Source: an optimization exercise on an open RTL-to-GDS flow (aim: small area, a short achievable clock period and few clock cycles). Production flows keep margins and buffers that such runs may drop. The RTL was checked by simulation tests, not by an equivalence proof against the original design. Power figures rest on the tool's default switching activity, not on a simulated workload.

Setup of run 1:
==> flow/design.v (excerpt) <==
module lenet_classifier_top
(
	input  logic               i_sclk,
	input  logic               i_rstn,
	input  logic               i_in_valid,
	output logic               o_in_ready,
	input  logic [7:0]         i_in_data,
	output logic [LABEL_W-1:0] o_label,
	output logic               o_label_valid
);
	logic [N_OUT-1:0]                     w_we;
	logic                                 b_we;
	logic [3:0]                           b_addr;
	logic                                 start;
	logic [N_BLK-1:0]                     m;
	logic [N_IN-1:0]                      features;
	logic [N_OUT-1:0][N_TAP-1:0][WW-1:0] tap;
	logic [N_OUT-1:0][WW-1:0]             bias;
	logic                                 score_valid;
	logic                                 score_first;
	logic                                 score_last;
	logic [SCORE_W-1:0]                   score;
	param_stream_loader param_stream_loader_i (
		.i_sclk     (i_sclk),
		.i_rstn     (i_rstn),
		.i_in_valid (i_in_valid),
		.o_in_ready (o_in_ready),
		.i_in_data  (i_in_data),
		.o_w_we     (w_we),
		.o_b_we     (b_we),
		.o_b_addr   (b_addr),
		.o_start    (start),
		.o_m        (m),
		.o_features (features)
	);
	weight_ram weight_ram_i (
		.i_sclk  (i_sclk),
		.i_we    (w_we),
		.i_wdata (i_in_data),
		.o_tap   (tap)
	);
	param_arbiter param_arbiter_i (
		.i_sclk  (i_sclk),
		.i_we    (b_we),
		.i_waddr (b_addr),
		.i_wdata (i_in_data),
		.o_bias  (bias)
	);
	fc_layer_engine fc_layer_engine_i (
		.i_sclk        (i_sclk),
		.i_rstn        (i_rstn),
		.i_start       (start),
		.i_m           (m),
		.i_features    (features),
		.i_tap         (tap),
		.i_bias        (bias),
		.o_score_valid (score_valid),
		.o_score_first (score_first),
		.o_score_last  (score_last),
		.o_score       (score)
	);
	max_label_picker max_label_picker_i (
		.i_sclk        (i_sclk),
		.i_rstn        (i_rstn),
		.i_score_valid (score_valid),
		.i_score_first (score_first),
		.i_score_last  (score_last),
		.i_score       (score),
		.o_label       (o_label),
		.o_label_valid (o_label_valid)
	);
endmodule
export LEC_CHECK = 0
export CAP_MARGIN = 20
export CORE_MARGIN = 2
export CORE_UTILIZATION = 70
export PLACE_DENSITY = 0.75
export SETUP_SLACK_MARGIN = 5
export SLEW_MARGIN = 20
create_clock -name core_clock -period 10.0 [get_ports {i_sclk}]
standard.sh (not shown) runs the stock make flow with config.mk's settings and CLKGATE_MAP_FILE= SYNTH_SCRIPT=/design/flow/synth_recipe.tcl, a recipe that flattens the netlist after the stock synthesis.
==> flow/flow/run.sh <==
#!/bin/bash
# Standard ORFS layout with these changes in how it is made:
#  - ports are buffered with buf_4;
#  - clock tree synthesis without dummy loads and with larger sink clusters.
# The SDC (clock period, I/O delays) is the standard flow's, unchanged.
set -euo pipefail
bash standard.sh SETUP_SLACK_MARGIN=6.6 MATCH_CELL_FOOTPRINT=0 \
  "BUFFER_PORTS_ARGS=-buffer_cell sky130_fd_sc_hd__buf_4" \
  "CTS_ARGS=-sink_clustering_enable -repair_clock_nets -dont_use_dummy_load -sink_clustering_size 24 -sink_clustering_max_diameter 60" \
  finish > flow_make.log 2>&1
Testbench counts of run 1, summed over its fixed seeds: cycles 10,856.
diff inputs: run 1 => run 2
-- flow/flow/run.sh --
<<< run 1, line 7
bash standard.sh SETUP_SLACK_MARGIN=6.6 MATCH_CELL_FOOTPRINT=0 \
>>> run 2, line 7
bash standard.sh SETUP_SLACK_MARGIN=6.8 MATCH_CELL_FOOTPRINT=0 \
Notes after the runs:
Run 2: all stages complete, timing, DRC and antenna checks passed
Run 1 | stages: all done | timing, DRC, antenna: all pass
Between run 1 and run 2, the difference in cell leakage power is negligible.
Run 1 and run 2 ended up with roughly the same clock input transition at the sequential cells of the worst setup and hold paths.
Looking at average vias per placed instance, run 2 sits 0.021 above run 1.
--- input diff run 2..run 3 ---
-- flow/flow/run.sh --
<<< run 2, line 9
  "CTS_ARGS=-sink_clustering_enable -repair_clock_nets -dont_use_dummy_load -sink_clustering_size 24 -sink_clustering_max_diameter 60" \
>>> run 3, line 9
  "CTS_ARGS=-sink_clustering_enable -repair_clock_nets -dont_use_dummy_load -sink_clustering_size 27 -sink_clustering_max_diameter 80" \
==> comparison <==
- Cell count in run 3 is 0.37% lower than in run 2
- Run 3 packs its core looser than run 2.
- A source of the critical timing path of max_label_picker_i.o_label[0]$_DFF_P_ is what run 2 shows, while param_stream_loader_i.o_in_ready$_SDFF_PN1_ belongs to run 3.
- Taking run 2 as the reference, in run 3 portion of total power attributed to the clock network fell 1.2 points; sequential share of layout area climbed 0.45 points.
- Run 3 reached the end of the flow, and the finished layout is clean on the timing, design-rule and antenna checks.


lenet_classifier_top, a different RTL version from the one above (not shown whole).
Size in the first run: about 11000 cells after synthesis, about 7500 flip-flops, about 17 I/O pins.
export LEC_CHECK = 0
export CAP_MARGIN = 20
export CORE_MARGIN = 2
export CORE_UTILIZATION = 70
export PLACE_DENSITY = 0.75
export SETUP_SLACK_MARGIN = 5
export SLEW_MARGIN = 20
create_clock -name core_clock -period 10.0 [get_ports {i_sclk}]
run.sh (not shown) runs the stock make flow with config.mk's settings and CLKGATE_MAP_FILE= SYNTH_SCRIPT=/design/flow/synth_recipe.tcl, a recipe that flattens the netlist after the stock synthesis.
Stock flow here: none of the scripts above is used.
The baseline finished clean.
Testbench counts at the start, summed over its fixed seeds: cycles 10,864.
Rerun with:
==> flow/flow/run.sh (new file) <==
#!/bin/bash
set -euo pipefail
bash standard.sh SETUP_SLACK_MARGIN=6.5 finish > flow_make.log 2>&1
==> flow/standard.sh (new file) <==
#!/bin/bash
# synth_recipe.tcl (not shown) runs the flow's synth.tcl, then flattens the netlist and writes it again
# the make line also repeats each setting of config.mk as NAME=value (left out here)
make -C /OpenROAD-flow-scripts/flow DESIGN_CONFIG=/design/flow/config.mk WORK_HOME=/design/flow/orfs CLKGATE_MAP_FILE= SYNTH_SCRIPT=/design/flow/synth_recipe.tcl "${@:-finish}"
--- a/flow/config.mk
+++ b/flow/config.mk
@@ -10,0 +11,2 @@
+export CTS_CLUSTER_DIAMETER = 100
+export CTS_CLUSTER_SIZE = 32
removed: flow/run.sh
=> Register-to-register slack is better by 360 ps. Global-route usage decreases by 4.1 points. Maximum frequency increases by 19%. Power decreases by about 20%.


Starting RTL as in the previous note.
==> flow/config.mk <==
export PLATFORM = sky130hd
export DESIGN_NAME = lenet_classifier_top
export DESIGN_NICKNAME = lenet_classifier_top
export VERILOG_FILES = /design/flow/design.v
export SDC_FILE = /design/flow/constraint.sdc
export NUM_CORES = 4
export LEC_CHECK = 0
export CAP_MARGIN = 20
export CORE_MARGIN = 2
export CORE_UTILIZATION = 70
export PLACE_DENSITY = 0.75
export SETUP_SLACK_MARGIN = 5
export SLEW_MARGIN = 20
==> flow/constraint.sdc <==
create_clock -name core_clock -period 10.0 [get_ports {i_sclk}]
set_input_delay 2.0000 -clock core_clock [delete_from_list [all_inputs] [get_ports {i_sclk}]]
set_output_delay 2.0000 -clock core_clock [all_outputs]
set_load 0.01 [all_outputs]
standard.sh (not shown) runs the stock make flow with config.mk's settings and CLKGATE_MAP_FILE= SYNTH_SCRIPT=/design/flow/synth_recipe.tcl, a recipe that flattens the netlist after the stock synthesis.
==> flow/flow/run.sh <==
#!/bin/bash
set -euo pipefail
bash standard.sh SETUP_SLACK_MARGIN=6.5 finish > flow_make.log 2>&1
Testbench counts at the start, summed over its fixed seeds: cycles 10,864.
Change:
==> flow/run.sh (new file) <==
#!/bin/bash
# synth_recipe.tcl (not shown) runs the flow's synth.tcl, then flattens the netlist and writes it again
# the make line also repeats each setting of config.mk as NAME=value (left out here)
make -C /OpenROAD-flow-scripts/flow DESIGN_CONFIG=/design/flow/config.mk WORK_HOME=/design/flow/orfs CLKGATE_MAP_FILE= SYNTH_SCRIPT=/design/flow/synth_recipe.tcl finish
- CTS_BUF_LIST: unset -> sky130_fd_sc_hd__clkbuf_8
- CTS_CLUSTER_SIZE: unset -> 24
removed: flow/flow/run.sh
removed: flow/standard.sh
Wire length drops by 7.1%.
Clock skew went up by 0.056 ns.
Setup slack gets worse by 0.60 ns.
Count of clock-buffer cells in the layout grows by 419.
Critical path depth does not change.
Sequential power stays flat.
Design area is lower by about 0.44%.
Non-clock buffer count came out lower by 1.
Synthesized cell count is unchanged.
Combinational power stays flat.

-- re-timing with driven ports --
Ports are ideal in the flow. The routed layouts listed here were re-timed in OpenROAD.
Step 1, drivers: a clkbuf_16 drives i_sclk and a buf_2 each remaining input, both assumed.
Step 2 also shifts input and output timing later by t, the mid clock arrival at the registers, as if the neighbouring blocks saw the same clock.
a / b / c = ideal ports / drivers / drivers and shift; a / b = the first two.
| run | shift t [ns] | slack for setup (ns) | latest minus earliest clock arrival (ns) | worst slew at a driven data input, ns |
|---|---|---|---|---|
| run 1 | 1.030 | 6.483 / 6.483 / 5.518 | 0.116 / 0.115 | 0.11 |
| run 2 | 1.034 | 6.589 / 6.494 / 5.814 | 0.125 / 0.125 | 0.11 |
| run 3 | 1.030 | 6.555 / 6.458 / 5.895 | 0.119 / 0.120 | 0.11 |
| the first run of note 2 | 1.107 | 5.579 / 5.646 / 4.540 | 0.059 / 0.059 | 0.06 |
| the second run of note 2 | 1.024 | 6.295 / 6.204 / 5.587 | 0.072 / 0.072 | 0.06 |
| the first run of note 3 | 1.111 | 6.220 / 6.124 / 5.500 | 0.060 / 0.060 | 0.06 |
| the second run of note 3 | 1.304 | 5.616 / 5.526 / 4.546 | 0.113 / 0.113 | 0.06 |
After both steps every run listed still meets setup and hold. The setup slack of the second run of note 3, which loses most, moves by -0.090 ns with the drivers and by -1.070 ns with both steps.
